This design comes from an exercise in tuning for small area, a short achievable clock period and few clock cycles on the open sky130 flow, not from production work. The RTL was checked by simulation tests, not by an equivalence proof against the original design. No activity file was given, so power comes from the tool's default toggle rates.

### flow/config.mk
export PLATFORM = sky130hd
export DESIGN_NAME = sa_top
export DESIGN_NICKNAME = sa_top
export VERILOG_FILES = /design/flow/design.v
export SDC_FILE = /design/flow/constraint.sdc
export NUM_CORES = 4
export LEC_CHECK = 0
export CAP_MARGIN = 5
export CORE_MARGIN = 2
export CORE_UTILIZATION = 40
export PLACE_DENSITY = 0.6
export SETUP_SLACK_MARGIN = 5
export SLEW_MARGIN = 5
export TNS_END_PERCENT = 5
### flow/run.sh
#!/bin/bash
# synth_recipe.tcl (not shown) runs the flow's synth.tcl, then flattens the netlist and writes it again
# the make line also repeats each setting of config.mk as NAME=value (left out here)
make -C /OpenROAD-flow-scripts/flow DESIGN_CONFIG=/design/flow/config.mk WORK_HOME=/design/flow/orfs CLKGATE_MAP_FILE= SYNTH_SCRIPT=/design/flow/synth_recipe.tcl finish
### flow/design.v
package sa_pkg;
  localparam int ROWS = 4;
  localparam int COLS = 4;
  localparam int W_IN  = 8;
  localparam int W_ACC = 24;
  localparam int AXIL_DATA_W = 32;
  localparam int AXIL_ADDR_W = 8;
  localparam logic [AXIL_ADDR_W-1:0] REG_CTRL    = 8'h00;
  localparam logic [AXIL_ADDR_W-1:0] REG_BEATS   = 8'h04;
  localparam logic [AXIL_ADDR_W-1:0] REG_PACKETS = 8'h08;
  localparam logic [1:0] RESP_OKAY = 2'b00;
endpackage
module axil_csr (
  input  logic                           clk,
  input  logic                           rst,
  input  logic [sa_pkg::AXIL_ADDR_W-1:0] awaddr,
  input  logic                           awvalid,
  input  logic [sa_pkg::AXIL_DATA_W-1:0] wdata,
  input  logic [3:0]                     wstrb,
  input  logic                           wvalid,
  input  logic                           bready,
  input  logic [sa_pkg::AXIL_ADDR_W-1:0] araddr,
  input  logic                           arvalid,
  input  logic                           rready,
  input  logic                           beat_acc,
  input  logic                           pkt_done,
  output logic                           awready,
  output logic                           wready,
  output logic [1:0]                     bresp,
  output logic                           bvalid,
  output logic                           arready,
  output logic [sa_pkg::AXIL_DATA_W-1:0] rdata,
  output logic [1:0]                     rresp,
  output logic                           rvalid,
  output logic                           ctrl_enable,
  output logic                           ctrl_clamp
);
  localparam int AXIL_DATA_W = sa_pkg::AXIL_DATA_W;
  localparam int AXIL_ADDR_W = sa_pkg::AXIL_ADDR_W;
  logic                   awready_q;
  logic                   bvalid_q;
  logic                   arready_q;
  logic                   rvalid_q;
  logic [1:0]             rsel_q;    
  logic [AXIL_DATA_W-1:0] beats_q;
  logic [AXIL_DATA_W-1:0] pkts_q;
  logic [1:0]             ctrl_q;    
  logic                   wr_fire;
  logic                   rd_fire;
  assign wr_fire = awready_q & awvalid & wvalid;
  assign rd_fire = arready_q & arvalid;
  always_ff @(posedge clk) begin
    if (rst) begin
      awready_q <= 1'b0;
      bvalid_q  <= 1'b0;
    end else begin
      awready_q <= ~awready_q & ~bvalid_q & awvalid & wvalid;
      if (wr_fire) begin
        bvalid_q <= 1'b1;
      end else if (bready) begin
        bvalid_q <= 1'b0;
      end
    end
  end
  always_ff @(posedge clk) begin
    if (rst) begin
      ctrl_q <= '0;
    end else if (wr_fire && awaddr[AXIL_ADDR_W-1:2] == '0 && wstrb[0]) begin
      ctrl_q <= wdata[1:0];
    end
  end
  always_ff @(posedge clk) begin
    if (rst) begin
      beats_q <= '0;
      pkts_q  <= '0;
    end else begin
      if (beat_acc) begin
        beats_q <= beats_q + 1'b1;
      end
      if (pkt_done) begin
        pkts_q <= pkts_q + 1'b1;
      end
    end
  end
  always_ff @(posedge clk) begin
    if (rst) begin
      arready_q <= 1'b0;
      rvalid_q  <= 1'b0;
    end else begin
      arready_q <= ~arready_q & ~rvalid_q & arvalid;
      if (rd_fire) begin
        rvalid_q <= 1'b1;
      end else if (rready) begin
        rvalid_q <= 1'b0;
      end
    end
  end
  always_ff @(posedge clk) begin
    if (rd_fire) begin
      if (araddr[AXIL_ADDR_W-1:4] != '0) begin
        rsel_q <= 2'd0;
      end else begin
        case (araddr[3:2])
          2'd0:    rsel_q <= 2'd1;
          2'd1:    rsel_q <= 2'd2;
          2'd2:    rsel_q <= 2'd3;
          default: rsel_q <= 2'd0;
        endcase
      end
    end
  end
  always_comb begin
    case (rsel_q)
      2'd1:    rdata = {30'b0, ctrl_q};
      2'd2:    rdata = beats_q;
      2'd3:    rdata = pkts_q;
      default: rdata = '0;
    endcase
  end
  assign awready     = awready_q;
  assign wready      = awready_q;
  assign bresp       = sa_pkg::RESP_OKAY;
  assign bvalid      = bvalid_q;
  assign arready     = arready_q;
  assign rresp       = sa_pkg::RESP_OKAY;
  assign rvalid      = rvalid_q;
  assign ctrl_enable = ctrl_q[0];
  assign ctrl_clamp  = ctrl_q[1];
endmodule
module mac_grid #(
  parameter int ROWS = sa_pkg::ROWS,
  parameter int COLS = sa_pkg::COLS
) (
  input  logic                                         clk,
  input  logic                                         rst,
  input  logic                                         ctrl_enable,
  input  logic [COLS-1:0][sa_pkg::W_IN-1:0]            k_data,
  input  logic                                         k_last,
  input  logic                                         k_valid,
  output logic                                         k_ready,
  input  logic [ROWS-1:0][sa_pkg::W_IN-1:0]            x_data,
  output logic                                         x_ready,
  input  logic [ROWS-1:0][sa_pkg::W_ACC-1:0]           a_data,
  input  logic                                         a_valid,
  output logic                                         a_ready,
  input  logic                                         y_ready,
  output logic                                         y_valid,
  output logic                                         y_last,
  output logic [COLS-1:0]                              out_sel,
  output logic [ROWS-1:0][COLS-1:0][sa_pkg::W_ACC-1:0] bank,
  output logic                                         beat_acc,
  output logic                                         pkt_done
);
  localparam int W_IN  = sa_pkg::W_IN;
  localparam int W_ACC = sa_pkg::W_ACC;
  logic [COLS-1:0]                      d_v;
  logic [COLS-1:0]                      d_first;
  logic [COLS-1:0]                      d_last;
  logic [COLS-1:0][ROWS-1:0][W_IN-1:0]  d_x;
  logic [COLS-1:0][COLS-1:0][W_IN-1:0]  d_k;
  logic [COLS-1:0]                      s_v;
  logic [COLS-1:0]                      s_first;
  logic [COLS-1:0]                      s_last;
  logic [COLS-1:0][ROWS-1:0][W_IN-1:0]  s_x;
  logic [COLS-1:0][COLS-1:0][W_IN-1:0]  s_k;
  logic                                 first_q;
  logic [COLS-1:0]                      done_q;
  logic [COLS-1:0]                      out_oh_q;    
  logic [1:0]                           a_col_q;
  logic [COLS-1:0]                      take;
  logic [COLS-1:0]                      go;
  logic                                 y_fire;
  logic                                 a_fire;
  logic                                 in_fire;
  always_comb begin
    for (int c = 0; c < COLS; c++) begin
      d_v[c]     = s_v[c];
      d_first[c] = s_first[c];
      d_last[c]  = s_last[c];
      d_x[c]     = s_x[c];
      d_k[c]     = s_k[c];
    end
  end
  function automatic logic [COLS+1:0] flow (input logic yr, input logic av,
                                            input logic [COLS-1:0] v,
                                            input logic [COLS-1:0] first,
                                            input logic [COLS-1:0] done,
                                            input logic [COLS-1:0] ocol,
                                            input logic [1:0] acol,
                                            input logic en);
    logic [COLS-1:0] free;
    logic [COLS-1:0] ok;
    logic [COLS-1:0] a_ok;
    logic [COLS:0]   move;
    logic [COLS-1:0] g;
    logic            ar;
    for (int c = 0; c < COLS; c++) begin
      free[c] = ~done[c] | (yr & ocol[c]);
      a_ok[c] = free[c] & (acol == 2'(c));
      ok[c]   = ~first[c] | (a_ok[c] & av);
    end
    move[COLS] = 1'b1;
    for (int c = COLS - 1; c >= 0; c--) begin
      move[c] = ~v[c] | (ok[c] & move[c+1]);
    end
    ar = 1'b0;
    for (int c = 0; c < COLS; c++) begin
      ar = ar | (v[c] & first[c] & a_ok[c] & move[c+1]);
      g[c] = v[c] & ok[c] & move[c+1];
    end
    flow = {en & move[0], ar, g};
  endfunction
  logic [COLS+1:0] f00, f01, f10, f11, f;
  assign f00 = flow(1'b0, 1'b0, d_v, d_first, done_q, out_oh_q, a_col_q, ctrl_enable);
  assign f01 = flow(1'b0, 1'b1, d_v, d_first, done_q, out_oh_q, a_col_q, ctrl_enable);
  assign f10 = flow(1'b1, 1'b0, d_v, d_first, done_q, out_oh_q, a_col_q, ctrl_enable);
  assign f11 = flow(1'b1, 1'b1, d_v, d_first, done_q, out_oh_q, a_col_q, ctrl_enable);
  assign f   = y_ready ? (a_valid ? f11 : f10) : (a_valid ? f01 : f00);
  assign go      = f[COLS-1:0];
  assign a_ready = f[COLS];
  assign k_ready = f[COLS+1];
  assign x_ready = f[COLS+1];
  assign y_valid  = |(done_q & out_oh_q);
  assign y_last   = out_oh_q[COLS-1];
  assign y_fire   = y_valid & y_ready;
  assign a_fire   = a_valid & a_ready;
  assign out_sel  = out_oh_q;
  assign pkt_done = y_fire & y_last;
  assign in_fire  = k_valid & k_ready;
  assign beat_acc = in_fire;
  always_comb begin
    for (int c = 0; c < COLS; c++) begin
      take[c] = y_fire & out_oh_q[c];
    end
  end
  always_ff @(posedge clk) begin
    if (rst) begin
      first_q   <= 1'b1;
      done_q    <= '0;
      out_oh_q  <= COLS'(1);
      a_col_q   <= '0;
    end else begin
      if (in_fire) begin
        first_q <= k_last;
      end
      done_q <= (done_q & ~take) | (go & d_last);
      if (y_fire) begin
        out_oh_q <= {out_oh_q[COLS-2:0], out_oh_q[COLS-1]};
      end
      if (a_fire) begin
        a_col_q <= a_col_q + 1'b1;
      end
    end
  end
  logic [COLS-1:0] s_move;
  always_comb begin
    for (int c = 0; c < COLS; c++) begin
      s_move[c] = ~s_v[c] | go[c];
    end
  end
  always_ff @(posedge clk) begin
    if (rst) begin
      s_v <= '0;
    end else begin
      if (s_move[0]) s_v[0] <= in_fire;
      for (int c = 1; c < COLS; c++) begin
        if (s_move[c]) s_v[c] <= go[c-1];
      end
    end
  end
  always_ff @(posedge clk) begin
    if (s_move[0]) begin
      s_first[0] <= first_q;
      s_last[0]  <= k_last;
      s_x[0]     <= x_data;
      s_k[0]     <= k_data;
    end
    for (int c = 1; c < COLS; c++) begin
      if (s_move[c]) begin
        s_first[c] <= d_first[c-1];
        s_last[c]  <= d_last[c-1];
        s_x[c]     <= d_x[c-1];
        s_k[c]     <= d_k[c-1];
      end
    end
  end
  logic [COLS-1:0][ROWS-1:0][W_ACC-1:0] nxt;
  for (genvar c = 0; c < COLS; c++) begin : g_col
    for (genvar r = 0; r < ROWS; r++) begin : g_row
      mac_unit mac_i (
        .base (d_first[c] ? a_data[r] : bank[r][c]),
        .x    (d_x[c][r]),
        .k    (d_k[c][c]),
        .y    (nxt[c][r])
      );
    end
  end
  always_ff @(posedge clk) begin
    for (int c = 0; c < COLS; c++) begin
      if (go[c]) begin
        for (int r = 0; r < ROWS; r++) begin
          bank[r][c] <= nxt[c][r];
        end
      end
    end
  end
endmodule
module mac_unit (
  input  logic [23:0] base,
  input  logic [7:0]  x,
  input  logic [7:0]  k,
  output logic [23:0] y
);
  logic [8:0] xe; assign xe = {x[7], x};
  logic one0, two0, neg0;
  assign one0 = k[0] ^ 1'b0;
  assign two0 = (k[1] & ~k[0] & ~1'b0) | (~k[1] & k[0] & 1'b0);
  assign neg0 = k[1] & ~(k[0] & 1'b0);
  logic t0_0; assign t0_0 = ((one0 & xe[0]) | (two0 & 1'b0)) ^ neg0;
  logic t0_1; assign t0_1 = ((one0 & xe[1]) | (two0 & xe[0])) ^ neg0;
  logic t0_2; assign t0_2 = ((one0 & xe[2]) | (two0 & xe[1])) ^ neg0;
  logic t0_3; assign t0_3 = ((one0 & xe[3]) | (two0 & xe[2])) ^ neg0;
  logic t0_4; assign t0_4 = ((one0 & xe[4]) | (two0 & xe[3])) ^ neg0;
  logic t0_5; assign t0_5 = ((one0 & xe[5]) | (two0 & xe[4])) ^ neg0;
  logic t0_6; assign t0_6 = ((one0 & xe[6]) | (two0 & xe[5])) ^ neg0;
  logic t0_7; assign t0_7 = ((one0 & xe[7]) | (two0 & xe[6])) ^ neg0;
  logic t0_8; assign t0_8 = ~(((one0 & xe[8]) | (two0 & xe[7])) ^ neg0);
  logic one1, two1, neg1;
  assign one1 = k[2] ^ k[1];
  assign two1 = (k[3] & ~k[2] & ~k[1]) | (~k[3] & k[2] & k[1]);
  assign neg1 = k[3] & ~(k[2] & k[1]);
  logic t1_0; assign t1_0 = ((one1 & xe[0]) | (two1 & 1'b0)) ^ neg1;
  logic t1_1; assign t1_1 = ((one1 & xe[1]) | (two1 & xe[0])) ^ neg1;
  logic t1_2; assign t1_2 = ((one1 & xe[2]) | (two1 & xe[1])) ^ neg1;
  logic t1_3; assign t1_3 = ((one1 & xe[3]) | (two1 & xe[2])) ^ neg1;
  logic t1_4; assign t1_4 = ((one1 & xe[4]) | (two1 & xe[3])) ^ neg1;
  logic t1_5; assign t1_5 = ((one1 & xe[5]) | (two1 & xe[4])) ^ neg1;
  logic t1_6; assign t1_6 = ((one1 & xe[6]) | (two1 & xe[5])) ^ neg1;
  logic t1_7; assign t1_7 = ((one1 & xe[7]) | (two1 & xe[6])) ^ neg1;
  logic t1_8; assign t1_8 = ~(((one1 & xe[8]) | (two1 & xe[7])) ^ neg1);
  logic one2, two2, neg2;
  assign one2 = k[4] ^ k[3];
  assign two2 = (k[5] & ~k[4] & ~k[3]) | (~k[5] & k[4] & k[3]);
  assign neg2 = k[5] & ~(k[4] & k[3]);
  logic t2_0; assign t2_0 = ((one2 & xe[0]) | (two2 & 1'b0)) ^ neg2;
  logic t2_1; assign t2_1 = ((one2 & xe[1]) | (two2 & xe[0])) ^ neg2;
  logic t2_2; assign t2_2 = ((one2 & xe[2]) | (two2 & xe[1])) ^ neg2;
  logic t2_3; assign t2_3 = ((one2 & xe[3]) | (two2 & xe[2])) ^ neg2;
  logic t2_4; assign t2_4 = ((one2 & xe[4]) | (two2 & xe[3])) ^ neg2;
  logic t2_5; assign t2_5 = ((one2 & xe[5]) | (two2 & xe[4])) ^ neg2;
  logic t2_6; assign t2_6 = ((one2 & xe[6]) | (two2 & xe[5])) ^ neg2;
  logic t2_7; assign t2_7 = ((one2 & xe[7]) | (two2 & xe[6])) ^ neg2;
  logic t2_8; assign t2_8 = ~(((one2 & xe[8]) | (two2 & xe[7])) ^ neg2);
  logic one3, two3, neg3;
  assign one3 = k[6] ^ k[5];
  assign two3 = (k[7] & ~k[6] & ~k[5]) | (~k[7] & k[6] & k[5]);
  assign neg3 = k[7] & ~(k[6] & k[5]);
  logic t3_0; assign t3_0 = ((one3 & xe[0]) | (two3 & 1'b0)) ^ neg3;
  logic t3_1; assign t3_1 = ((one3 & xe[1]) | (two3 & xe[0])) ^ neg3;
  logic t3_2; assign t3_2 = ((one3 & xe[2]) | (two3 & xe[1])) ^ neg3;
  logic t3_3; assign t3_3 = ((one3 & xe[3]) | (two3 & xe[2])) ^ neg3;
  logic t3_4; assign t3_4 = ((one3 & xe[4]) | (two3 & xe[3])) ^ neg3;
  logic t3_5; assign t3_5 = ((one3 & xe[5]) | (two3 & xe[4])) ^ neg3;
  logic t3_6; assign t3_6 = ((one3 & xe[6]) | (two3 & xe[5])) ^ neg3;
  logic t3_7; assign t3_7 = ((one3 & xe[7]) | (two3 & xe[6])) ^ neg3;
  logic t3_8; assign t3_8 = ~(((one3 & xe[8]) | (two3 & xe[7])) ^ neg3);
  logic hs1, hc1; assign hs1 = t0_4 ^ t1_2; assign hc1 = t0_4 & t1_2;
  logic hs2, hc2; assign hs2 = t0_5 ^ t1_3; assign hc2 = t0_5 & t1_3;
  logic fs3, fc3; assign fs3 = t0_6 ^ t1_4 ^ t2_2; assign fc3 = (t0_6 & t1_4) | (t0_6 & t2_2) | (t1_4 & t2_2);
  logic hs4, hc4; assign hs4 = t3_0 ^ neg3; assign hc4 = t3_0 & neg3;
  logic fs5, fc5; assign fs5 = t0_7 ^ t1_5 ^ t2_3; assign fc5 = (t0_7 & t1_5) | (t0_7 & t2_3) | (t1_5 & t2_3);
  logic hs6, hc6; assign hs6 = t3_1 ^ base[7]; assign hc6 = t3_1 & base[7];
  logic fs7, fc7; assign fs7 = t0_8 ^ t1_6 ^ t2_4; assign fc7 = (t0_8 & t1_6) | (t0_8 & t2_4) | (t1_6 & t2_4);
  logic fs8, fc8; assign fs8 = t3_2 ^ base[8] ^ 1'b1; assign fc8 = (t3_2 & base[8]) | (t3_2 & 1'b1) | (base[8] & 1'b1);
  logic fs9, fc9; assign fs9 = t1_7 ^ t2_5 ^ t3_3; assign fc9 = (t1_7 & t2_5) | (t1_7 & t3_3) | (t2_5 & t3_3);
  logic hs10, hc10; assign hs10 = base[9] ^ 1'b1; assign hc10 = base[9] & 1'b1;
  logic fs11, fc11; assign fs11 = t1_8 ^ t2_6 ^ t3_4; assign fc11 = (t1_8 & t2_6) | (t1_8 & t3_4) | (t2_6 & t3_4);
  logic hs12, hc12; assign hs12 = t2_7 ^ t3_5; assign hc12 = t2_7 & t3_5;
  logic hs13, hc13; assign hs13 = t0_2 ^ t1_0; assign hc13 = t0_2 & t1_0;
  logic hs14, hc14; assign hs14 = t0_3 ^ t1_1; assign hc14 = t0_3 & t1_1;
  logic fs15, fc15; assign fs15 = hs1 ^ t2_0 ^ neg2; assign fc15 = (hs1 & t2_0) | (hs1 & neg2) | (t2_0 & neg2);
  logic fs16, fc16; assign fs16 = hc1 ^ hs2 ^ t2_1; assign fc16 = (hc1 & hs2) | (hc1 & t2_1) | (hs2 & t2_1);
  logic fs17, fc17; assign fs17 = hc2 ^ fs3 ^ hs4; assign fc17 = (hc2 & fs3) | (hc2 & hs4) | (fs3 & hs4);
  logic fs18, fc18; assign fs18 = fc3 ^ hc4 ^ fs5; assign fc18 = (fc3 & hc4) | (fc3 & fs5) | (hc4 & fs5);
  logic fs19, fc19; assign fs19 = fc5 ^ hc6 ^ fs7; assign fc19 = (fc5 & hc6) | (fc5 & fs7) | (hc6 & fs7);
  logic fs20, fc20; assign fs20 = fc7 ^ fc8 ^ fs9; assign fc20 = (fc7 & fc8) | (fc7 & fs9) | (fc8 & fs9);
  logic fs21, fc21; assign fs21 = fc9 ^ hc10 ^ fs11; assign fc21 = (fc9 & hc10) | (fc9 & fs11) | (hc10 & fs11);
  logic fs22, fc22; assign fs22 = fc11 ^ hs12 ^ base[11]; assign fc22 = (fc11 & hs12) | (fc11 & base[11]) | (hs12 & base[11]);
  logic fs23, fc23; assign fs23 = hc12 ^ t2_8 ^ t3_6; assign fc23 = (hc12 & t2_8) | (hc12 & t3_6) | (t2_8 & t3_6);
  logic hs24, hc24; assign hs24 = t3_7 ^ base[13]; assign hc24 = t3_7 & base[13];
  logic hs25, hc25; assign hs25 = t0_0 ^ neg0; assign hc25 = t0_0 & neg0;
  logic hs26, hc26; assign hs26 = t0_1 ^ base[1]; assign hc26 = t0_1 & base[1];
  logic fs27, fc27; assign fs27 = hs13 ^ neg1 ^ base[2]; assign fc27 = (hs13 & neg1) | (hs13 & base[2]) | (neg1 & base[2]);
  logic fs28, fc28; assign fs28 = hc13 ^ hs14 ^ base[3]; assign fc28 = (hc13 & hs14) | (hc13 & base[3]) | (hs14 & base[3]);
  logic fs29, fc29; assign fs29 = hc14 ^ fs15 ^ base[4]; assign fc29 = (hc14 & fs15) | (hc14 & base[4]) | (fs15 & base[4]);
  logic fs30, fc30; assign fs30 = fc15 ^ fs16 ^ base[5]; assign fc30 = (fc15 & fs16) | (fc15 & base[5]) | (fs16 & base[5]);
  logic fs31, fc31; assign fs31 = fc16 ^ fs17 ^ base[6]; assign fc31 = (fc16 & fs17) | (fc16 & base[6]) | (fs17 & base[6]);
  logic fs32, fc32; assign fs32 = fc17 ^ fs18 ^ hs6; assign fc32 = (fc17 & fs18) | (fc17 & hs6) | (fs18 & hs6);
  logic fs33, fc33; assign fs33 = fc18 ^ fs19 ^ fs8; assign fc33 = (fc18 & fs19) | (fc18 & fs8) | (fs19 & fs8);
  logic fs34, fc34; assign fs34 = fc19 ^ fs20 ^ hs10; assign fc34 = (fc19 & fs20) | (fc19 & hs10) | (fs20 & hs10);
  logic fs35, fc35; assign fs35 = fc20 ^ fs21 ^ base[10]; assign fc35 = (fc20 & fs21) | (fc20 & base[10]) | (fs21 & base[10]);
  logic fs36, fc36; assign fs36 = fc21 ^ fs22 ^ 1'b1; assign fc36 = (fc21 & fs22) | (fc21 & 1'b1) | (fs22 & 1'b1);
  logic fs37, fc37; assign fs37 = fc22 ^ fs23 ^ base[12]; assign fc37 = (fc22 & fs23) | (fc22 & base[12]) | (fs23 & base[12]);
  logic fs38, fc38; assign fs38 = fc23 ^ hs24 ^ 1'b1; assign fc38 = (fc23 & hs24) | (fc23 & 1'b1) | (hs24 & 1'b1);
  logic fs39, fc39; assign fs39 = hc24 ^ t3_8 ^ base[14]; assign fc39 = (hc24 & t3_8) | (hc24 & base[14]) | (t3_8 & base[14]);
  logic hs40, hc40; assign hs40 = base[15] ^ 1'b1; assign hc40 = base[15] & 1'b1;
  logic hs41, hc41; assign hs41 = base[16] ^ 1'b1; assign hc41 = base[16] & 1'b1;
  logic hs42, hc42; assign hs42 = base[17] ^ 1'b1; assign hc42 = base[17] & 1'b1;
  logic hs43, hc43; assign hs43 = base[18] ^ 1'b1; assign hc43 = base[18] & 1'b1;
  logic hs44, hc44; assign hs44 = base[19] ^ 1'b1; assign hc44 = base[19] & 1'b1;
  logic hs45, hc45; assign hs45 = base[20] ^ 1'b1; assign hc45 = base[20] & 1'b1;
  logic hs46, hc46; assign hs46 = base[21] ^ 1'b1; assign hc46 = base[21] & 1'b1;
  logic hs47, hc47; assign hs47 = base[22] ^ 1'b1; assign hc47 = base[22] & 1'b1;
  logic hs48, hc48; assign hs48 = base[23] ^ 1'b1; assign hc48 = base[23] & 1'b1;
  logic [23:0] ra, rb;
  assign ra = {hc47, hc46, hc45, hc44, hc43, hc42, hc41, hc40, fc39, fc38, fc37, fc36, fc35, fc34, fc33, fc32, fc31, fc30, fc29, fc28, fc27, hc26, hc25, hs25};
  assign rb = {hs48, hs47, hs46, hs45, hs44, hs43, hs42, hs41, hs40, fs39, fs38, fs37, fs36, fs35, fs34, fs33, fs32, fs31, fs30, fs29, fs28, fs27, hs26, base[0]};
  logic [23:0] g0, p0;
  assign g0 = ra & rb; assign p0 = ra ^ rb;
  logic sg1_1, sp1_1; assign sg1_1 = g0[1] | (p0[1] & g0[0]); assign sp1_1 = p0[1] & p0[0];
  logic sg1_3, sp1_3; assign sg1_3 = g0[3] | (p0[3] & g0[2]); assign sp1_3 = p0[3] & p0[2];
  logic sg1_5, sp1_5; assign sg1_5 = g0[5] | (p0[5] & g0[4]); assign sp1_5 = p0[5] & p0[4];
  logic sg1_7, sp1_7; assign sg1_7 = g0[7] | (p0[7] & g0[6]); assign sp1_7 = p0[7] & p0[6];
  logic sg1_9, sp1_9; assign sg1_9 = g0[9] | (p0[9] & g0[8]); assign sp1_9 = p0[9] & p0[8];
  logic sg1_11, sp1_11; assign sg1_11 = g0[11] | (p0[11] & g0[10]); assign sp1_11 = p0[11] & p0[10];
  logic sg1_13, sp1_13; assign sg1_13 = g0[13] | (p0[13] & g0[12]); assign sp1_13 = p0[13] & p0[12];
  logic sg1_15, sp1_15; assign sg1_15 = g0[15] | (p0[15] & g0[14]); assign sp1_15 = p0[15] & p0[14];
  logic sg1_17, sp1_17; assign sg1_17 = g0[17] | (p0[17] & g0[16]); assign sp1_17 = p0[17] & p0[16];
  logic sg1_19, sp1_19; assign sg1_19 = g0[19] | (p0[19] & g0[18]); assign sp1_19 = p0[19] & p0[18];
  logic sg1_21, sp1_21; assign sg1_21 = g0[21] | (p0[21] & g0[20]); assign sp1_21 = p0[21] & p0[20];
  logic sg1_23, sp1_23; assign sg1_23 = g0[23] | (p0[23] & g0[22]); assign sp1_23 = p0[23] & p0[22];
  logic sg2_2, sp2_2; assign sg2_2 = g0[2] | (p0[2] & sg1_1); assign sp2_2 = p0[2] & sp1_1;
  logic sg2_3, sp2_3; assign sg2_3 = sg1_3 | (sp1_3 & sg1_1); assign sp2_3 = sp1_3 & sp1_1;
  logic sg2_6, sp2_6; assign sg2_6 = g0[6] | (p0[6] & sg1_5); assign sp2_6 = p0[6] & sp1_5;
  logic sg2_7, sp2_7; assign sg2_7 = sg1_7 | (sp1_7 & sg1_5); assign sp2_7 = sp1_7 & sp1_5;
  logic sg2_10, sp2_10; assign sg2_10 = g0[10] | (p0[10] & sg1_9); assign sp2_10 = p0[10] & sp1_9;
  logic sg2_11, sp2_11; assign sg2_11 = sg1_11 | (sp1_11 & sg1_9); assign sp2_11 = sp1_11 & sp1_9;
  logic sg2_14, sp2_14; assign sg2_14 = g0[14] | (p0[14] & sg1_13); assign sp2_14 = p0[14] & sp1_13;
  logic sg2_15, sp2_15; assign sg2_15 = sg1_15 | (sp1_15 & sg1_13); assign sp2_15 = sp1_15 & sp1_13;
  logic sg2_18, sp2_18; assign sg2_18 = g0[18] | (p0[18] & sg1_17); assign sp2_18 = p0[18] & sp1_17;
  logic sg2_19, sp2_19; assign sg2_19 = sg1_19 | (sp1_19 & sg1_17); assign sp2_19 = sp1_19 & sp1_17;
  logic sg2_22, sp2_22; assign sg2_22 = g0[22] | (p0[22] & sg1_21); assign sp2_22 = p0[22] & sp1_21;
  logic sg2_23, sp2_23; assign sg2_23 = sg1_23 | (sp1_23 & sg1_21); assign sp2_23 = sp1_23 & sp1_21;
  logic sg3_4, sp3_4; assign sg3_4 = g0[4] | (p0[4] & sg2_3); assign sp3_4 = p0[4] & sp2_3;
  logic sg3_5, sp3_5; assign sg3_5 = sg1_5 | (sp1_5 & sg2_3); assign sp3_5 = sp1_5 & sp2_3;
  logic sg3_6, sp3_6; assign sg3_6 = sg2_6 | (sp2_6 & sg2_3); assign sp3_6 = sp2_6 & sp2_3;
  logic sg3_7, sp3_7; assign sg3_7 = sg2_7 | (sp2_7 & sg2_3); assign sp3_7 = sp2_7 & sp2_3;
  logic sg3_12, sp3_12; assign sg3_12 = g0[12] | (p0[12] & sg2_11); assign sp3_12 = p0[12] & sp2_11;
  logic sg3_13, sp3_13; assign sg3_13 = sg1_13 | (sp1_13 & sg2_11); assign sp3_13 = sp1_13 & sp2_11;
  logic sg3_14, sp3_14; assign sg3_14 = sg2_14 | (sp2_14 & sg2_11); assign sp3_14 = sp2_14 & sp2_11;
  logic sg3_15, sp3_15; assign sg3_15 = sg2_15 | (sp2_15 & sg2_11); assign sp3_15 = sp2_15 & sp2_11;
  logic sg3_20, sp3_20; assign sg3_20 = g0[20] | (p0[20] & sg2_19); assign sp3_20 = p0[20] & sp2_19;
  logic sg3_21, sp3_21; assign sg3_21 = sg1_21 | (sp1_21 & sg2_19); assign sp3_21 = sp1_21 & sp2_19;
  logic sg3_22, sp3_22; assign sg3_22 = sg2_22 | (sp2_22 & sg2_19); assign sp3_22 = sp2_22 & sp2_19;
  logic sg3_23, sp3_23; assign sg3_23 = sg2_23 | (sp2_23 & sg2_19); assign sp3_23 = sp2_23 & sp2_19;
  logic sg4_8, sp4_8; assign sg4_8 = g0[8] | (p0[8] & sg3_7); assign sp4_8 = p0[8] & sp3_7;
  logic sg4_9, sp4_9; assign sg4_9 = sg1_9 | (sp1_9 & sg3_7); assign sp4_9 = sp1_9 & sp3_7;
  logic sg4_10, sp4_10; assign sg4_10 = sg2_10 | (sp2_10 & sg3_7); assign sp4_10 = sp2_10 & sp3_7;
  logic sg4_11, sp4_11; assign sg4_11 = sg2_11 | (sp2_11 & sg3_7); assign sp4_11 = sp2_11 & sp3_7;
  logic sg4_12, sp4_12; assign sg4_12 = sg3_12 | (sp3_12 & sg3_7); assign sp4_12 = sp3_12 & sp3_7;
  logic sg4_13, sp4_13; assign sg4_13 = sg3_13 | (sp3_13 & sg3_7); assign sp4_13 = sp3_13 & sp3_7;
  logic sg4_14, sp4_14; assign sg4_14 = sg3_14 | (sp3_14 & sg3_7); assign sp4_14 = sp3_14 & sp3_7;
  logic sg4_15, sp4_15; assign sg4_15 = sg3_15 | (sp3_15 & sg3_7); assign sp4_15 = sp3_15 & sp3_7;
  logic sg5_16, sp5_16; assign sg5_16 = g0[16] | (p0[16] & sg4_15); assign sp5_16 = p0[16] & sp4_15;
  logic sg5_17, sp5_17; assign sg5_17 = sg1_17 | (sp1_17 & sg4_15); assign sp5_17 = sp1_17 & sp4_15;
  logic sg5_18, sp5_18; assign sg5_18 = sg2_18 | (sp2_18 & sg4_15); assign sp5_18 = sp2_18 & sp4_15;
  logic sg5_19, sp5_19; assign sg5_19 = sg2_19 | (sp2_19 & sg4_15); assign sp5_19 = sp2_19 & sp4_15;
  logic sg5_20, sp5_20; assign sg5_20 = sg3_20 | (sp3_20 & sg4_15); assign sp5_20 = sp3_20 & sp4_15;
  logic sg5_21, sp5_21; assign sg5_21 = sg3_21 | (sp3_21 & sg4_15); assign sp5_21 = sp3_21 & sp4_15;
  logic sg5_22, sp5_22; assign sg5_22 = sg3_22 | (sp3_22 & sg4_15); assign sp5_22 = sp3_22 & sp4_15;
  logic sg5_23, sp5_23; assign sg5_23 = sg3_23 | (sp3_23 & sg4_15); assign sp5_23 = sp3_23 & sp4_15;
  assign y[0] = p0[0];
  assign y[1] = p0[1] ^ g0[0];
  assign y[2] = p0[2] ^ sg1_1;
  assign y[3] = p0[3] ^ sg2_2;
  assign y[4] = p0[4] ^ sg2_3;
  assign y[5] = p0[5] ^ sg3_4;
  assign y[6] = p0[6] ^ sg3_5;
  assign y[7] = p0[7] ^ sg3_6;
  assign y[8] = p0[8] ^ sg3_7;
  assign y[9] = p0[9] ^ sg4_8;
  assign y[10] = p0[10] ^ sg4_9;
  assign y[11] = p0[11] ^ sg4_10;
  assign y[12] = p0[12] ^ sg4_11;
  assign y[13] = p0[13] ^ sg4_12;
  assign y[14] = p0[14] ^ sg4_13;
  assign y[15] = p0[15] ^ sg4_14;
  assign y[16] = p0[16] ^ sg4_15;
  assign y[17] = p0[17] ^ sg5_16;
  assign y[18] = p0[18] ^ sg5_17;
  assign y[19] = p0[19] ^ sg5_18;
  assign y[20] = p0[20] ^ sg5_19;
  assign y[21] = p0[21] ^ sg5_20;
  assign y[22] = p0[22] ^ sg5_21;
  assign y[23] = p0[23] ^ sg5_22;
endmodule
module column_drain #(
  parameter int ROWS = sa_pkg::ROWS,
  parameter int COLS = sa_pkg::COLS
) (
  input  logic                                         ctrl_clamp,
  input  logic [ROWS-1:0][COLS-1:0][sa_pkg::W_ACC-1:0] bank,
  input  logic [COLS-1:0]                              out_sel,
  output logic [ROWS-1:0][sa_pkg::W_ACC-1:0]           y_data
);
  localparam int W_ACC = sa_pkg::W_ACC;
  logic [ROWS-1:0][COLS-1:0] sel;
  always_comb begin
    for (int r = 0; r < ROWS; r++) begin
      y_data[r] = '0;
      for (int c = 0; c < COLS; c++) begin
        sel[r][c] = out_sel[c] & ~(ctrl_clamp & bank[r][c][W_ACC-1]);
        y_data[r] = y_data[r] | ({W_ACC{sel[r][c]}} & bank[r][c]);
      end
    end
  end
endmodule
module sa_top #(
  parameter int ROWS = sa_pkg::ROWS,
  parameter int COLS = sa_pkg::COLS
) (
  input  logic                               clk,
  input  logic                               rst,
  input  logic [sa_pkg::AXIL_ADDR_W-1:0]     axil_awaddr,
  input  logic                               axil_awvalid,
  output logic                               axil_awready,
  input  logic [sa_pkg::AXIL_DATA_W-1:0]     axil_wdata,
  input  logic [3:0]                         axil_wstrb,
  input  logic                               axil_wvalid,
  output logic                               axil_wready,
  output logic [1:0]                         axil_bresp,
  output logic                               axil_bvalid,
  input  logic                               axil_bready,
  input  logic [sa_pkg::AXIL_ADDR_W-1:0]     axil_araddr,
  input  logic                               axil_arvalid,
  output logic                               axil_arready,
  output logic [sa_pkg::AXIL_DATA_W-1:0]     axil_rdata,
  output logic [1:0]                         axil_rresp,
  output logic                               axil_rvalid,
  input  logic                               axil_rready,
  input  logic [COLS-1:0][sa_pkg::W_IN-1:0]  k_data,
  input  logic                               k_last,
  input  logic                               k_valid,
  output logic                               k_ready,
  input  logic [ROWS-1:0][sa_pkg::W_IN-1:0]  x_data,
  input  logic                               x_last,
  input  logic                               x_valid,
  output logic                               x_ready,
  input  logic [ROWS-1:0][sa_pkg::W_ACC-1:0] a_data,
  input  logic                               a_valid,
  output logic                               a_ready,
  output logic [ROWS-1:0][sa_pkg::W_ACC-1:0] y_data,
  output logic                               y_last,
  output logic                               y_valid,
  input  logic                               y_ready
);
  localparam int W_ACC = sa_pkg::W_ACC;
  logic                                 ctrl_enable;
  logic                                 ctrl_clamp;
  logic                                 beat_acc;
  logic                                 pkt_done;
  logic [ROWS-1:0][COLS-1:0][W_ACC-1:0] bank;
  logic [COLS-1:0]                      out_sel;
  axil_csr csr_i (
    .clk         (clk),
    .rst         (rst),
    .awaddr      (axil_awaddr),
    .awvalid     (axil_awvalid),
    .wdata       (axil_wdata),
    .wstrb       (axil_wstrb),
    .wvalid      (axil_wvalid),
    .bready      (axil_bready),
    .araddr      (axil_araddr),
    .arvalid     (axil_arvalid),
    .rready      (axil_rready),
    .beat_acc    (beat_acc),
    .pkt_done    (pkt_done),
    .awready     (axil_awready),
    .wready      (axil_wready),
    .bresp       (axil_bresp),
    .bvalid      (axil_bvalid),
    .arready     (axil_arready),
    .rdata       (axil_rdata),
    .rresp       (axil_rresp),
    .rvalid      (axil_rvalid),
    .ctrl_enable (ctrl_enable),
    .ctrl_clamp  (ctrl_clamp)
  );
  mac_grid #(
    .ROWS (ROWS),
    .COLS (COLS)
  ) grid_i (
    .clk         (clk),
    .rst         (rst),
    .ctrl_enable (ctrl_enable),
    .k_data      (k_data),
    .k_last      (k_last & x_last),
    .k_valid     (k_valid & x_valid),
    .k_ready     (k_ready),
    .x_data      (x_data),
    .x_ready     (x_ready),
    .a_data      (a_data),
    .a_valid     (a_valid),
    .a_ready     (a_ready),
    .y_ready     (y_ready),
    .y_valid     (y_valid),
    .y_last      (y_last),
    .out_sel     (out_sel),
    .bank        (bank),
    .beat_acc    (beat_acc),
    .pkt_done    (pkt_done)
  );
  column_drain #(
    .ROWS (ROWS),
    .COLS (COLS)
  ) drain_i (
    .ctrl_clamp (ctrl_clamp),
    .bank       (bank),
    .out_sel    (out_sel),
    .y_data     (y_data)
  );
endmodule
### flow/constraint.sdc
create_clock -name core_clock -period 10.5 [get_ports {clk}]
set_input_delay 2.1000 -clock core_clock [delete_from_list [all_inputs] [get_ports {clk}]]
set_output_delay 2.1000 -clock core_clock [all_outputs]
set_load 0.01 [all_outputs]
==> flow_summary.toml, run 1 <==
[outcome]
outcome = "no timing/DRC/antenna violations"

[pwr]
ir_drop_uv = 150
power.density_nw_per_um2 = 224
intPower_w = 0.0102
swShare_pct = 40.8
combPwrFrac_pct = 58.1
p_leak_nw = 33.1
p_clk_share_pct = 19.7
switching_power_w = 0.00706
seq_power_share_pct = 22.2

[detailed_routing]
avgViaCountPerCell = 5.68
drc = 0
via_count = 51500
drtAntennaViolNets = 0
dr.pass1.iters = 6
drt_iter0_drc = 3766
wl_um = 218000
wl_per_cell_um = 24.0

[cells_and_area]
area_growth_pct = 15.6
layout_commonest_cell = "inv_1"
drive_gt1_share_pct = 10.2
final_cell_mix = "inv_1 (748), edfxtp_1 (602), ha_1 (574)"
fillers = 15500
nets = 8057

[logic_synthesis]
async_flop_share_pct = 0
synth_edf_count = 602
synthFlopType = "edfxtp_1"
syn_area_sq_um = 67000
syn_avg_cell_area_sq_um = 10.1
ys_warn_count = 3
ys_seq_elements = 687
yosysSeqAreaShare_pct = 29.5
yosysUniqueCellTypes = 70
netlist_instances = 6616

[setup_path]
endpoint_kind = "output pin"
reg2reg_slack_ps = 5070
path_class = "in -> out"
crit_path_max_fanout = 11
critPathArrivalTime_ps = 3390
start_kind = "input pin"
required_ps = 8400

[placed_design]
place_hpwl_um = 156000
numPortBuffers = 325
gp_congestion = 0.886
place_ws_ps = 3340

[global_route]
grt_use_total_pct = 24.7
grt_max_degree = 90
antenna_found_initial = 25
grt_pass1_wl_um = 320000
first_global_vias = 53100
grt_overflow = 0

[clock_network]
cts_tree = "yes"
numCtsBuffers = 94
path_clk_slew_ps = 50
clk_latency_ps = 740
cts.htree.levels = 3
cts_buffer_depth = 3
postCtsHoldBufs = 0
cts_sinks = 687
cts_root_buf = "clkbuf_16"

[floorplan]
start_util_pct = 40.2
core_sq_um = 167000
die_w_um = 413
ios = 367
die_h_um = 413
dieArea_sq_um = 171000
rows = 150

[hold_path]
hp-class = "reg -> reg"

[timing]
slew_headroom_pct = 24.1
max_freq_ghz = 0.182
fin_crit_sh_pct = 52.3
rsz0062_at_grt = "yes"
slew_violations = 0
setup_viol = 0
holdWs_ps = 416
min_period_ps = 5490
finalSetupTns_ps = 0
tightest_slew_ps = 1130
final_hold_viol_count = 0
finalClockSkew_ps = 41.3
fin_ws_ps = 5010

[run]
maxCapViolations = 0
[stage by stage]
stage	total power (W)	cell area [sq um]	util [%]	cells
3_3_place_gp	0.0130	72300	43.4	8813
5_1_grt	0.0187	77400	46.4	9074
3_5_place_dp	0.0133	72300	43.4	8813
6_report	0.0173	77400	46.4	9078
2_1_floorplan	0.0112	67000	-	6619
4_1_cts	0.0170	76200	45.7	9008
[layer usage]
metal / GRT usage [%] / up-vias / routed length [um]
met2: 42.5 / 1801 / 107000
met4: 11.7 / 10 / 9530
met5: 0 / - / 69
met3: 4.53 / 408 / 14300
li1: - / 23400 / -
met1: 29.8 / 25900 / 87400
[worst max-delay path, stage by stage]
cell and delay (ps):
clkbuf_4 170, o21ai_0 100, a21oi_1 70, a21oi_1 210, o21a_1 170, clkdlybuf4s50_1 550
[cells in the mapped netlist, types with 8 or more instances]
| cell type | count | area, sq um |
|---|---|---|
| nand4_1 | 31 | 194 |
| a211oi_1 | 16 | 120 |
| and2_1 | 13 | 81.3 |
| mux2i_1 | 288 | 2880 |
| a21o_1 | 116 | 871 |
| or3_1 | 8 | 50.1 |
| o21bai_1 | 26 | 195 |
| edfxtp_1 | 602 | 18100 |
| a21bo_2 | 9 | 90.1 |
| nand3_1 | 160 | 801 |
| nand3b_1 | 15 | 113 |
| or2_2 | 10 | 62.6 |
| mux2_2 | 181 | 2040 |
| clkbuf_2 | 11 | 55.1 |
| a22o_1 | 14 | 123 |
| or4_1 | 14 | 105 |
| ha_1 | 580 | 7260 |
| nand2_1 | 375 | 1410 |
| nor2b_1 | 63 | 394 |
| clkbuf_1 | 331 | 1240 |
| buf_1 | 74 | 278 |
| nor2_1 | 176 | 661 |
| xnor2_1 | 469 | 4110 |
| dfxtp_1 | 85 | 1700 |
| o211ai_1 | 18 | 135 |
| o21ai_0 | 230 | 1150 |
| nor3_1 | 38 | 190 |
| and3_1 | 15 | 93.8 |
| nor4_1 | 18 | 113 |
| inv_1 | 750 | 2820 |
| o21a_1 | 19 | 143 |
| a31o_2 | 17 | 149 |
| buf_2 | 8 | 40.0 |
| a21boi_1 | 16 | 120 |
| a22oi_1 | 528 | 3960 |
| a21oi_1 | 267 | 1340 |
| a31oi_1 | 35 | 219 |
| o21ai_1 | 12 | 60.1 |
| xor2_1 | 325 | 2850 |
| a221oi_1 | 12 | 105 |
| fa_1 | 464 | 9290 |
| nand2b_1 | 107 | 669 |
[final timing paths]
check                                startpoint                to  cells past startpoint
worst min-delay path             grid_i.s_k[13]    grid_i.s_k[45]                      0
worst min register to register   grid_i.s_k[13]    grid_i.s_k[45]                      0
worst max register to register  grid_i.s_k[123]  grid_i.bank[281]                     20
worst max-delay path                    a_valid           a_ready                      6
[timing repair]
action	4_1_cts	5_1_grt
pin swaps	6	35
endpoints found under the hold margin	0	0
setup endpoints to repair	260	97
buffers inserted	16	53
cloned	6	8
resized for setup	146	166
[final cells by class]
cell class	instances	area, sq um	area share (%)
multi-input combinational	4751	43500	56.2
sequential	687	19800	25.6
timing repair buffer	500	5220	6.75
inverter	754	2870	3.71
tap	2204	2760	3.56
clock buffer	108	2450	3.16
clock inverter	65	767	0.991
antenna	9	22.5	0.0291
[flip-flops by register name (all words and copies together) (netlist names)]
| name | count |
|---|---|
| grid_i.first_q | 1 |
| csr_i.awready_q | 1 |
| grid_i.s_k | 80 |
| grid_i.out_oh_q | 4 |
| grid_i.a_col_q | 2 |
| csr_i.ctrl_q | 2 |
| grid_i.bank | 384 |
| csr_i.arready_q | 1 |
| grid_i.s_v | 4 |
| csr_i.beats_q | 32 |
| csr_i.bvalid_q | 1 |
| csr_i.rsel_q | 2 |
| grid_i.done_q | 4 |
| csr_i.rvalid_q | 1 |
| grid_i.s_x | 128 |
| grid_i.s_first | 4 |
| grid_i.s_last | 4 |
| csr_i.pkts_q | 32 |
[power groups by stage]
stage | sequential [W] | combinational, W | clock, W
after global placement | 0.00390 | 0.00913 | 0
after detailed placement | 0.00390 | 0.00939 | 0
final | 0.00384 | 0.0100 | 0.00341
after CTS | 0.00384 | 0.00969 | 0.00349
after floorplan | 0.00382 | 0.00742 | 0
after global routing | 0.00385 | 0.0113 | 0.00357
[cells by family after synthesis]
group	Yosys count	synth area share, %
xor gates and xnor gates	794	10.4
DFF	687	29.5
other	1	0.00560
and+or+nand+nor	1060	7.61
adders and majority gates	1044	24.7
buffers and inverters	1185	6.72
muxes	469	7.35
AOI/OAI and AO/OA	1376	13.7
Testbench counts, summed over its fixed seeds: cycles 5,239.
==> inputs of run 2 (changes only) <==
==> flow/flow/run.sh (new file) <==
#!/bin/bash
set -euo pipefail
bash standard.sh "BUFFER_PORTS_ARGS=-buffer_cell sky130_fd_sc_hd__buf_1" SETUP_SLACK_MARGIN=5.4 finish > standard.log 2>&1
==> flow/standard.sh (new file) <==
#!/bin/bash
# synth_recipe.tcl (not shown) runs the flow's synth.tcl, then flattens the netlist and writes it again
# the make line also repeats each setting of config.mk as NAME=value (left out here)
make -C /OpenROAD-flow-scripts/flow DESIGN_CONFIG=/design/flow/config.mk WORK_HOME=/design/flow/orfs CLKGATE_MAP_FILE= SYNTH_SCRIPT=/design/flow/synth_recipe.tcl "${@:-finish}"
==> flow/config.mk (replaced) <==
export PLATFORM = sky130hd
export DESIGN_NAME = sa_top
export DESIGN_NICKNAME = sa_top
export VERILOG_FILES = /design/flow/design.v
export SDC_FILE = /design/flow/constraint.sdc
export NUM_CORES = 4
export LEC_CHECK = 0
export CAP_MARGIN = 20
export CORE_MARGIN = 2
export CORE_UTILIZATION = 40
export PLACE_DENSITY = 0.6
export SLEW_MARGIN = 20
export TNS_END_PERCENT = 5
removed: flow/run.sh
==> run 2 against run 1 <==
Net effect:
- fmax up 2.7%
- clock-buffer cell count down 1
- cell count up 1.3%
- non-clock buffer count up 113
- clock power about the same
- synthesized cell count unchanged
- largest cell class unchanged
- largest power group unchanged
==> flow_summary.toml, run 2 <==
[logic_synthesis]
syn_avg_cell_area_sq_um = 10.1
yosysSeqAreaShare_pct = 29.5
yosysUniqueCellTypes = 70
synth.most_common_cell = "inv_1"
synth_commonest_cells = "inv_1 (750), edfxtp_1 (602), ha_1 (580)"
synth_edf_count = 602
yosys.area.top_type = "edfxtp_1"
syn_area_sq_um = 67000
synth_area_leaders = "edfxtp_1 (27%), fa_1 (14%), ha_1 (11%)"
synthFlopType = "edfxtp_1"
ys_warn_count = 3
ys_seq_elements = 687
synth_top_area_share_pct = 27.0
async_flop_share_pct = 0
netlist_instances = 6616

[cells_and_area]
drive_gt1_share_pct = 13.6
layout_commonest_cell = "inv_1"
largest_reg_flops = 384
top_regs = "grid_i.bank (384), grid_i.s_x (128), grid_i.s_k (80)"
area_growth_pct = 16.9
final_cell_mix = "inv_1 (744), edfxtp_1 (602), ha_1 (520)"
top_register = "grid_i.bank"
nets = 8167

[global_route]
grt_max_degree = 90
grt_pass1_wl_um = 330000
first_global_vias = 54000
grt_overflow = 0
grt_use_total_pct = 25.7
antenna_found_initial = 33

[setup_path]
slowest_stage = "fa_1"
crit_path_cell_trace = "buf_2 -> mux2_2 -> ha_1 -> fa_1 -> inv_1 -> fa_1 -> inv_1 -> ha_1 -> nand4_1 -> o21ai_0 -> a31oi_1 -> a21o_2 -> nand2_1 -> a21o_1 -> fa_1 -> xor2_1"
crit_path_max_fanout = 4
endpoint_kind = "register"
start_kind = "input pin"
worst_path_most_repeated_cell = "fa_1"
critPathArrivalTime_ps = 5830
cpPeakStageDelay_ps = 530
cp_top_family = "adder cells"
worst-path-buf-inv = 3
path_class = "in -> reg"
required_ps = 10980

[clock_network]
postCtsHoldBufs = 0
cts_sinks = 687
clk_latency_ps = 760
cts_root_buf = "clkbuf_16"
cts_tree = "yes"
cts.htree.levels = 3
numCtsBuffers = 92
cts_buffer_depth = 3
path_clk_slew_ps = 60

[timing]
slew_headroom_pct = 20.0
finalClockSkew_ps = 43.2
fin_ws_ps = 5160
tightest_slew_ps = 1200
setup_viol = 0
finalSetupTns_ps = 0
final_hold_viol_count = 0
min_period_ps = 5340
slew_violations = 0
max_freq_ghz = 0.187
fin_crit_sh_pct = 50.9
rsz0062_at_grt = "yes"

[pwr]
power.density_nw_per_um2 = 237
ir_drop_uv = 176
p_leak_nw = 33.2

[detailed_routing]
dr.pass1.iters = 6
wl_um = 230000
drtAntennaViolNets = 0
drt_iter0_drc = 3965
avgViaCountPerCell = 5.70
wl_per_cell_um = 25.0
drc = 0
via_count = 52400

[outcome]
outcome = "no timing/DRC/antenna violations"

[floorplan]
die_h_um = 413
die_w_um = 413
ios = 367
core_sq_um = 167000
dieArea_sq_um = 171000
rows = 150
start_util_pct = 40.2

[placed_design]
numPortBuffers = 325
place_hpwl_um = 156000
gp_congestion = 0.910
place_ws_ps = 3830

[hold_path]
hp-class = "reg -> reg"

[run]
maxCapViolations = 0
run 2: cell types whose count changed in the layout (fill, tap and decap cells not counted), moves of 13 or more:
| cell | previous run | this run |
|---|---|---|
| buf_1 | 0 | 316 |
| clkdlybuf4s50_1 | 305 | 0 |
| buf_4 | 110 | 178 |
| ha_1 | 574 | 520 |
| ha_4 | 4 | 57 |
| a22oi_1 | 525 | 496 |
| a22oi_2 | 3 | 32 |
| buf_12 | 26 | 47 |
| o21ai_0 | 211 | 190 |
| fa_1 | 462 | 449 |
| fa_2 | 2 | 15 |
run 2: final timing paths:
path	from	endpoint	slack [ps]	depth (start not counted)
min	grid_i.s_k[55]	grid_i.s_k[87]	400	0
min reg2reg	grid_i.s_k[55]	grid_i.s_k[87]	400	0
max	a_data[79]	grid_i.bank[329]	5160	16
max reg2reg	grid_i.s_k[81]	grid_i.bank[257]	5210	21
run 2: repair_timing:
item / CTS / global route
buffers inserted: 97 / 61
pin swaps: 89 / 135
setup endpoints to repair: 272 / 136
resized for setup: 333 / 197
cloned: 19 / 13
run 2: per-stage QoR:
stage | hold slack (ps) | total power, W | utilization [%] | std cells | instance area (sq um)
floorplan | 400 | 0.0112 | - | 6619 | 67000
global placement | 406 | 0.0129 | 42.1 | 8817 | 70200
detailed placement | 405 | 0.0132 | 42.2 | 8818 | 70300
CTS | 399 | 0.0177 | 45.8 | 9102 | 76300
global route | 408 | 0.0200 | 46.9 | 9189 | 78200
finish | 403 | 0.0186 | 47.0 | 9194 | 78300
run 2: worst register-to-register path, delay by kind of cell, from the launching register on:
family	cells	cell delay, ps
AO/OA/AOI/OAI	7	1260
XOR/XNOR	2	270
adder cells (fa/ha/maj)	5	2180
buffers and inverters	5	680
flip-flops	1	440
AND/OR/NAND/NOR	2	190
run 2: layout make-up:
class / count / area [sq um]
inverters: 754 / 2890
fillers: 15300 / 88400
multi-input cells: 4749 / 44800
diodes: 18 / 45.0
repair inverters: 1 / 8.76
well taps: 2204 / 2760
clock buffers: 107 / 2380
flip-flops and latches: 687 / 19800
repair buffers: 613 / 4830
clock inverters: 61 / 805
run 2: logic make-up (layout without fill, tap and decap cells):
| group | count (synthesis) | count (layout) | share of synthesized area, % |
|---|---|---|---|
| AND/OR/NAND/NOR | 1060 | 1061 | 7.61 |
| multiplexers | 469 | 469 | 7.35 |
| AO/OA/AOI/OAI | 1376 | 1377 | 13.7 |
| flip-flops | 687 | 687 | 29.5 |
| buffers and inverters | 1185 | 1536 | 6.72 |
| adder cells (fa/ha/maj) | 1044 | 1044 | 24.7 |
| other | 1 | 22 | 0.00560 |
| XOR/XNOR | 794 | 794 | 10.4 |
run 2: per-layer routing:
layer | vias up | global-route usage, % | share of wire (%)
met1 | 26200 | 31.4 | 38
met4 | 0 | 13.3 | 6.4
met5 | - | 0 | 0
li1 | 23700 | - | -
met3 | 581 | 4.77 | 7.8
met2 | 2038 | 43.3 | 47
run 2: report_power, final:
part           internal (W)  switching [W]
Combinational       0.00523        0.00607
Sequential          0.00375      0.0000990
Clock               0.00201        0.00141
Total                0.0110        0.00758
==> inputs of run 3 (changes only) <==
==> flow/flow/run.sh (replaced) <==
#!/bin/bash
# The standard layout, with the smallest buffer on each input and output port
# (every port still gets its own buffer; the repair steps resize them where
# timing needs it). make's full output goes to standard.log.
set -euo pipefail
bash standard.sh "BUFFER_PORTS_ARGS=-buffer_cell sky130_fd_sc_hd__buf_1" finish > standard.log 2>&1
--- a/flow/config.mk
+++ b/flow/config.mk
@@ -9,5 +9,6 @@
 export CORE_MARGIN = 2
 export CORE_UTILIZATION = 40
 export PLACE_DENSITY = 0.6
+export SETUP_SLACK_MARGIN = 5
 export SLEW_MARGIN = 20
 export TNS_END_PERCENT = 5
==> run 3 against run 2 <==
Net effect:
- sequential power hardly changed
- cell count is 0.98% lower
- critical path depth is 3 higher
- fmax is 2.7% lower
- still clean on timing, DRC and antenna
- clock power hardly changed
- sequential share of layout area is 0.81 points higher
- worst hold slack better by 4.2 ps
- largest cell class unchanged
==> flow_summary.toml, run 3 <==
[setup_path]
required_ps = 10980
crit_path_max_fanout = 36
worst_r2r_path_depth = 19
start_kind = "register"
path_class = "reg -> reg"
critPathArrivalTime_ps = 5970
endpoint_kind = "register"

[floorplan]
rows = 150
ios = 367
core_sq_um = 167000
dieArea_sq_um = 171000
start_util_pct = 40.2
die_h_um = 413
die_w_um = 413

[clock_network]
postCtsHoldBufs = 0
cts_sinks = 687
cts.htree.levels = 3
cts_buffer_depth = 3
cts_root_buf = "clkbuf_16"
numCtsBuffers = 92
cts_tree = "yes"
clk_latency_ps = 750
path_clk_slew_ps = 60

[timing]
min_period_ps = 5490
setup_viol = 0
slew_headroom_pct = 21.2
final_hold_viol_count = 0
finalClockSkew_ps = 42.3
slew_violations = 0
rsz0062_at_grt = "yes"
max_freq_ghz = 0.182
fin_ws_ps = 5010
finalSetupTns_ps = 0
fin_crit_sh_pct = 52.3
tightest_slew_ps = 1180

[detailed_routing]
via_count = 51500
avgViaCountPerCell = 5.66
dr.pass1.iters = 6
wl_per_cell_um = 24.3
wl_um = 221000
drtAntennaViolNets = 0
drc = 0
drt_iter0_drc = 3827

[cells_and_area]
largest_reg_flops = 384
layout_commonest_cell = "inv_1"
top_regs = "grid_i.bank (384), grid_i.s_x (128), grid_i.s_k (80)"
top_register = "grid_i.bank"
fin_util_pct = 45.5
nets = 8079
drive_gt1_share_pct = 10.4
area_growth_pct = 13.3
final_cell_mix = "inv_1 (748), edfxtp_1 (602), ha_1 (565)"

[logic_synthesis]
ys_seq_elements = 687
yosysSeqAreaShare_pct = 29.5
netlist_instances = 6616
synth_top_area_share_pct = 27.0
synth_commonest_cells = "inv_1 (750), edfxtp_1 (602), ha_1 (580)"
async_flop_share_pct = 0
synthFlopType = "edfxtp_1"
syn_area_sq_um = 67000
synth.most_common_cell = "inv_1"
yosys.area.top_type = "edfxtp_1"
syn_avg_cell_area_sq_um = 10.1
yosysUniqueCellTypes = 70
synth_edf_count = 602
synth_area_leaders = "edfxtp_1 (27%), fa_1 (14%), ha_1 (11%)"
ys_warn_count = 3

[pwr]
ir_drop_uv = 173
power.density_nw_per_um2 = 228
p_leak_nw = 32.5

[global_route]
grt_use_total_pct = 24.6
grt_overflow = 0
antenna_found_initial = 32
grt_max_degree = 90
grt_pass1_wl_um = 318000
first_global_vias = 52900

[hold_path]
min_delay_path_depth = 0
hp-class = "reg -> reg"

[outcome]
outcome = "no timing/DRC/antenna violations"

[placed_design]
place_ws_ps = 3830
place_hpwl_um = 156000
gp_congestion = 0.910
numPortBuffers = 325

[run]
maxCapViolations = 0
run 3: per-stage QoR:
step / total power, W / cell area, sq um / cells / hold WS [ps]
after global placement: 0.0129 / 70200 / 8817 / 406
after detailed placement: 0.0132 / 70300 / 8818 / 405
after global routing: 0.0188 / 75800 / 9099 / 411
after CTS: 0.0170 / 74200 / 9005 / 399
after floorplan: 0.0112 / 67000 / 6619 / 400
final: 0.0173 / 75800 / 9104 / 407
run 3: layer usage:
metal | vias up | part of all wire, % | global-route usage [%]
li1 | 23500 | - | -
met4 | 0 | 4.9 | 10.8
met5 | - | 0 | 0
met2 | 1973 | 48 | 41.9
met1 | 25600 | 40 | 30.5
met3 | 460 | 7.5 | 4.33
run 3: critical path, stage by stage, from the launching register on:
cell,delay (ps)
edfxtp_1,410
buf_4,180
ha_4,150
nand2b_2,190
buf_12,190
xor2_1,240
fa_1,420
fa_1,560
inv_1,60
fa_1,510
inv_1,40
ha_1,340
a21oi_2,200
o21ai_0,130
a31oi_2,270
a21oi_4,160
or2_2,350
a21o_1,200
fa_1,380
xor2_1,160
run 3: power by group:
group	switching [W]	internal (W)
logic	0.00559	0.00448
clock network	0.00141	0.00201
registers	0.0000963	0.00375
total	0.00709	0.0102
run 3: layout make-up:
cell class,count,area [sq um]
flip-flops and latches,687,19800
repair buffers,526,3620
repair inverters,1,8.76
clock buffers,107,2380
multi-input cells,4748,43600
fillers,15600,90800
clock inverters,61,805
inverters,754,2870
well taps,2204,2760
diodes,16,40.0
run 3: timing repair:
item                                    CTS  global route
pin swaps                                10            42
gates resized for setup                 125           157
cloned                                    5            14
setup buffers                            14            69
endpoints found under the setup margin  175            86
run 3: final timing paths:
check | endpoint | start | slack, ps
worst max-delay path | grid_i.bank[281] | grid_i.s_k[123] | 5010
worst min-delay path | grid_i.s_k[87] | grid_i.s_k[55] | 410
worst max register to register | grid_i.bank[281] | grid_i.s_k[123] | 5010
worst min register to register | grid_i.s_k[87] | grid_i.s_k[55] | 410
run 3: cell families (layout without fill, tap and decap cells):
kind of cell,after synthesis,count (layout),share of synthesized area [%]
compound gates,1376,1376,13.7
xor+xnor,794,794,10.4
fa+ha+maj,1044,1044,24.7
buf+inv,1185,1449,6.72
flops,687,687,29.5
mux,469,469,7.35
other cells,1,20,0.00560
simple gates,1060,1061,7.61
==> inputs of run 4 (changes only) <==
--- a/flow/config.mk
+++ b/flow/config.mk
@@ -8,6 +8,7 @@
 export CAP_MARGIN = 20
 export CORE_MARGIN = 2
 export CORE_UTILIZATION = 40
+export CTS_CLUSTER_SIZE = 25
 export PLACE_DENSITY = 0.6
 export SETUP_SLACK_MARGIN = 5
 export SLEW_MARGIN = 20
==> run 4 against run 3 <==
Net effect:
- still clean
- final area down 0.11%
- fmax rose by 0.20%
- combinational power hardly changed
- worst hold slack better by 3.2 ps
- via count barely moved
- critical path depth decreased by 12
- non-clock buffer count decreased by 12
- die area unchanged
- clock skew fell by 1.8 ps
- largest power group unchanged
- highest routed layer is now met5
==> flow_summary.toml, run 4 <==
[floorplan]
rows = 150
start_util_pct = 40.2
dieArea_sq_um = 171000
ios = 367
die_h_um = 413
die_w_um = 413
core_sq_um = 167000

[logic_synthesis]
netlist_instances = 6616
yosys.area.top_type = "edfxtp_1"
yosysSeqAreaShare_pct = 29.5
synth.most_common_cell = "inv_1"
synth_commonest_cells = "inv_1 (750), edfxtp_1 (602), ha_1 (580)"
async_flop_share_pct = 0
syn_area_sq_um = 67000
synth_edf_count = 602
ys_warn_count = 3
synth_top_area_share_pct = 27.0
yosysUniqueCellTypes = 70
synthFlopType = "edfxtp_1"
ys_seq_elements = 687
syn_avg_cell_area_sq_um = 10.1
synth_area_leaders = "edfxtp_1 (27%), fa_1 (14%), ha_1 (11%)"

[pwr]
power.density_nw_per_um2 = 230
ir_drop_uv = 155
p_leak_nw = 32.4
total_power_w = 0.0174

[detailed_routing]
wl_um = 219000
wl_per_cell_um = 24.1
drc = 0
drt_iter0_drc = 3830
via_count = 51500
dr.pass1.iters = 8
drtAntennaViolNets = 0
avgViaCountPerCell = 5.66

[timing]
max_freq_ghz = 0.182
slew_headroom_pct = 20.2
final_hold_viol_count = 0
finalClockSkew_ps = 40.6
fin_crit_sh_pct = 52.2
fin_ws_ps = 5020
finalSetupTns_ps = 0
slew_violations = 0
rsz0062_at_grt = "yes"
tightest_slew_ps = 1200
min_period_ps = 5480
setup_viol = 0

[placed_design]
gp_congestion = 0.910
place_ws_ps = 3830
numPortBuffers = 325
dp.cells = 8818
place_hpwl_um = 156000

[hold_path]
min_delay_path_depth = 0
hp-class = "reg -> reg"
min_from = "grid_i.s_k[55]"
min_to = "grid_i.s_k[87]"

[run]
maxCapViolations = 0

[clock_network]
numCtsBuffers = 92
path_clk_slew_ps = 60
cts_tree = "yes"
postCtsHoldBufs = 0
cts_sinks = 687
cts_buffer_depth = 3
cts_root_buf = "clkbuf_16"
cts.htree.levels = 3
clk_latency_ps = 750

[cells_and_area]
multi_input_area_sq_um = 43600
fin_util_pct = 45.5
layout_commonest_cell = "inv_1"
regArea_sq_um = 19800
top_regs = "grid_i.bank (384), grid_i.s_x (128), grid_i.s_k (80)"
nets = 8067
largest_reg_flops = 384
top_register = "grid_i.bank"
drive_gt1_share_pct = 10.3
fin_cells = 9094
final_cell_mix = "inv_1 (748), edfxtp_1 (602), ha_1 (565)"
area_growth_pct = 13.1
fillers = 15600

[global_route]
first_global_vias = 52900
grt_use_total_pct = 24.6
grt_pass1_wl_um = 318000
antenna_found_initial = 33
grt_max_degree = 90
grt_overflow = 0

[setup_path]
required_ps = 8400
critPathArrivalTime_ps = 3380
startpoint = "y_ready"
crit_path_max_fanout = 28
start_kind = "input pin"
worst_r2r_path_depth = 21
endpoint_kind = "output pin"
reg2reg_slack_ps = 5040
r2r_end = "grid_i.bank[161]"
path_class = "in -> out"
r2r_start = "grid_i.s_k[83]"

[outcome]
outcome = "no timing/DRC/antenna violations"
==> run 4: changes by cell type in the layout (fill, tap and decap cells not counted), moves of 2 or more <==
cell,change
clkbuf_1,+2
buf_4,-11
o21ai_4,-2
clkinv_1,-4
clkinv_2,+4
xnor2_1,-4
a22oi_2,-5
clkbuf_16,-2
a22oi_1,+5
o21ai_2,+3
xnor2_2,+4
==> run 4: logic make-up after synthesis <==
| group | after synthesis | synth area share (%) |
|---|---|---|
| AND/OR/NAND/NOR | 1060 | 7.61 |
| buffers and inverters | 1185 | 6.72 |
| XOR/XNOR | 794 | 10.4 |
| other | 1 | 0.00560 |
| AO/OA/AOI/OAI | 1376 | 13.7 |
| adder cells (fa/ha/maj) | 1044 | 24.7 |
| multiplexers | 469 | 7.35 |
| flip-flops | 687 | 29.5 |
==> run 4: worst max-delay path by stage <==
stage	end	slack [ps]
3_3_place_gp	grid_i.bank[256]	3940
3_5_place_dp	grid_i.bank[256]	3830
2_1_floorplan	grid_i.bank[257]	4740
4_1_cts	grid_i.bank[47]	4900
5_1_grt	grid_i.bank[161]	4890
6_report	k_ready	5020
==> run 4: worst max-delay path, stage by stage <==
cell and delay, ps:
buf_4 160, a21boi_0 310, o21ai_1 160, a31oi_4 170, buf_6 260, nor2_4 70, buf_1 130
==> run 4: area by class of cell <==
type | instances | share of cell area, %
Clock inverter | 62 | 1.11
Timing Repair Buffer | 514 | 4.63
Inverter | 754 | 3.79
Clock buffer | 109 | 3.15
Multi-Input combinational cell | 4748 | 57.5
Antenna cell | 15 | 0.0496
Timing Repair inverter | 1 | 0.0116
Sequential cell | 687 | 26.1
Tap cell | 2204 | 3.64
==> run 4: metal layers <==
metal  routed length (um)  vias to the layer above  global-route usage [%]
li1                     -                    23400                       -
met1                86900                    25700                    30.5
met2               106000                     1916                    41.7
met3                15800                      455                    4.24
met4                10500                        2                    11.2
met5                    7                        -                       0
==> run 4: timing repair <==
action                                  4_1_cts  5_1_grt
setup buffers                                13       60
endpoints found under the setup margin      175       87
pin swaps                                    15       39
resized for setup                           130      148
gates cloned                                  5       12
==> run 4: per-stage QoR <==
stage	cell area (sq um)	hold WS, ps
floorplan	67000	400
global placement	70200	406
detailed placement	70300	405
CTS	74300	405
global route	75700	419
finish	75700	410
==> run 4: power by group <==
part / internal, W / switching, W / leakage, nW
Sequential: 0.00375 / 0.0000960 / 6.44
Combinational: 0.00450 / 0.00559 / 24.4
Clock: 0.00204 / 0.00142 / 1.56
Total: 0.0103 / 0.00711 / 32.4

what the ideal ports hide:
In the flow no input, the clock included, has a driving cell. The finished layouts below were timed again as built, in two steps.
Step 1, drivers: a clkbuf_16 drives clk and a buf_2 each remaining input, both assumed.
Step 2 moves the port delays by t, midway between the first and last clock arrival at a register: inputs arrive t later, outputs are due t later. That takes back most of the time a late clock gives input paths.
Slacks: ideal ports / drivers / drivers and shift; pairs: ideal ports / drivers.
| run | t (ns) | slack for setup (ns) | latest minus earliest clock arrival (ns) |
|---|---|---|---|
| run 1 | 0.815 | 5.013 / 4.962 / 4.271 | 0.042 / 0.041 |
| run 2 | 0.821 | 5.157 / 5.172 / 4.362 | 0.047 / 0.047 |
| run 3 | 0.815 | 5.008 / 4.952 / 4.209 | 0.045 / 0.044 |
| run 4 | 0.815 | 5.019 / 4.953 / 4.219 | 0.042 / 0.042 |
After both steps every run listed still meets setup and hold. The setup slack of run 4, which loses most, moves by -0.066 ns with the drivers and by -0.800 ns with both steps.
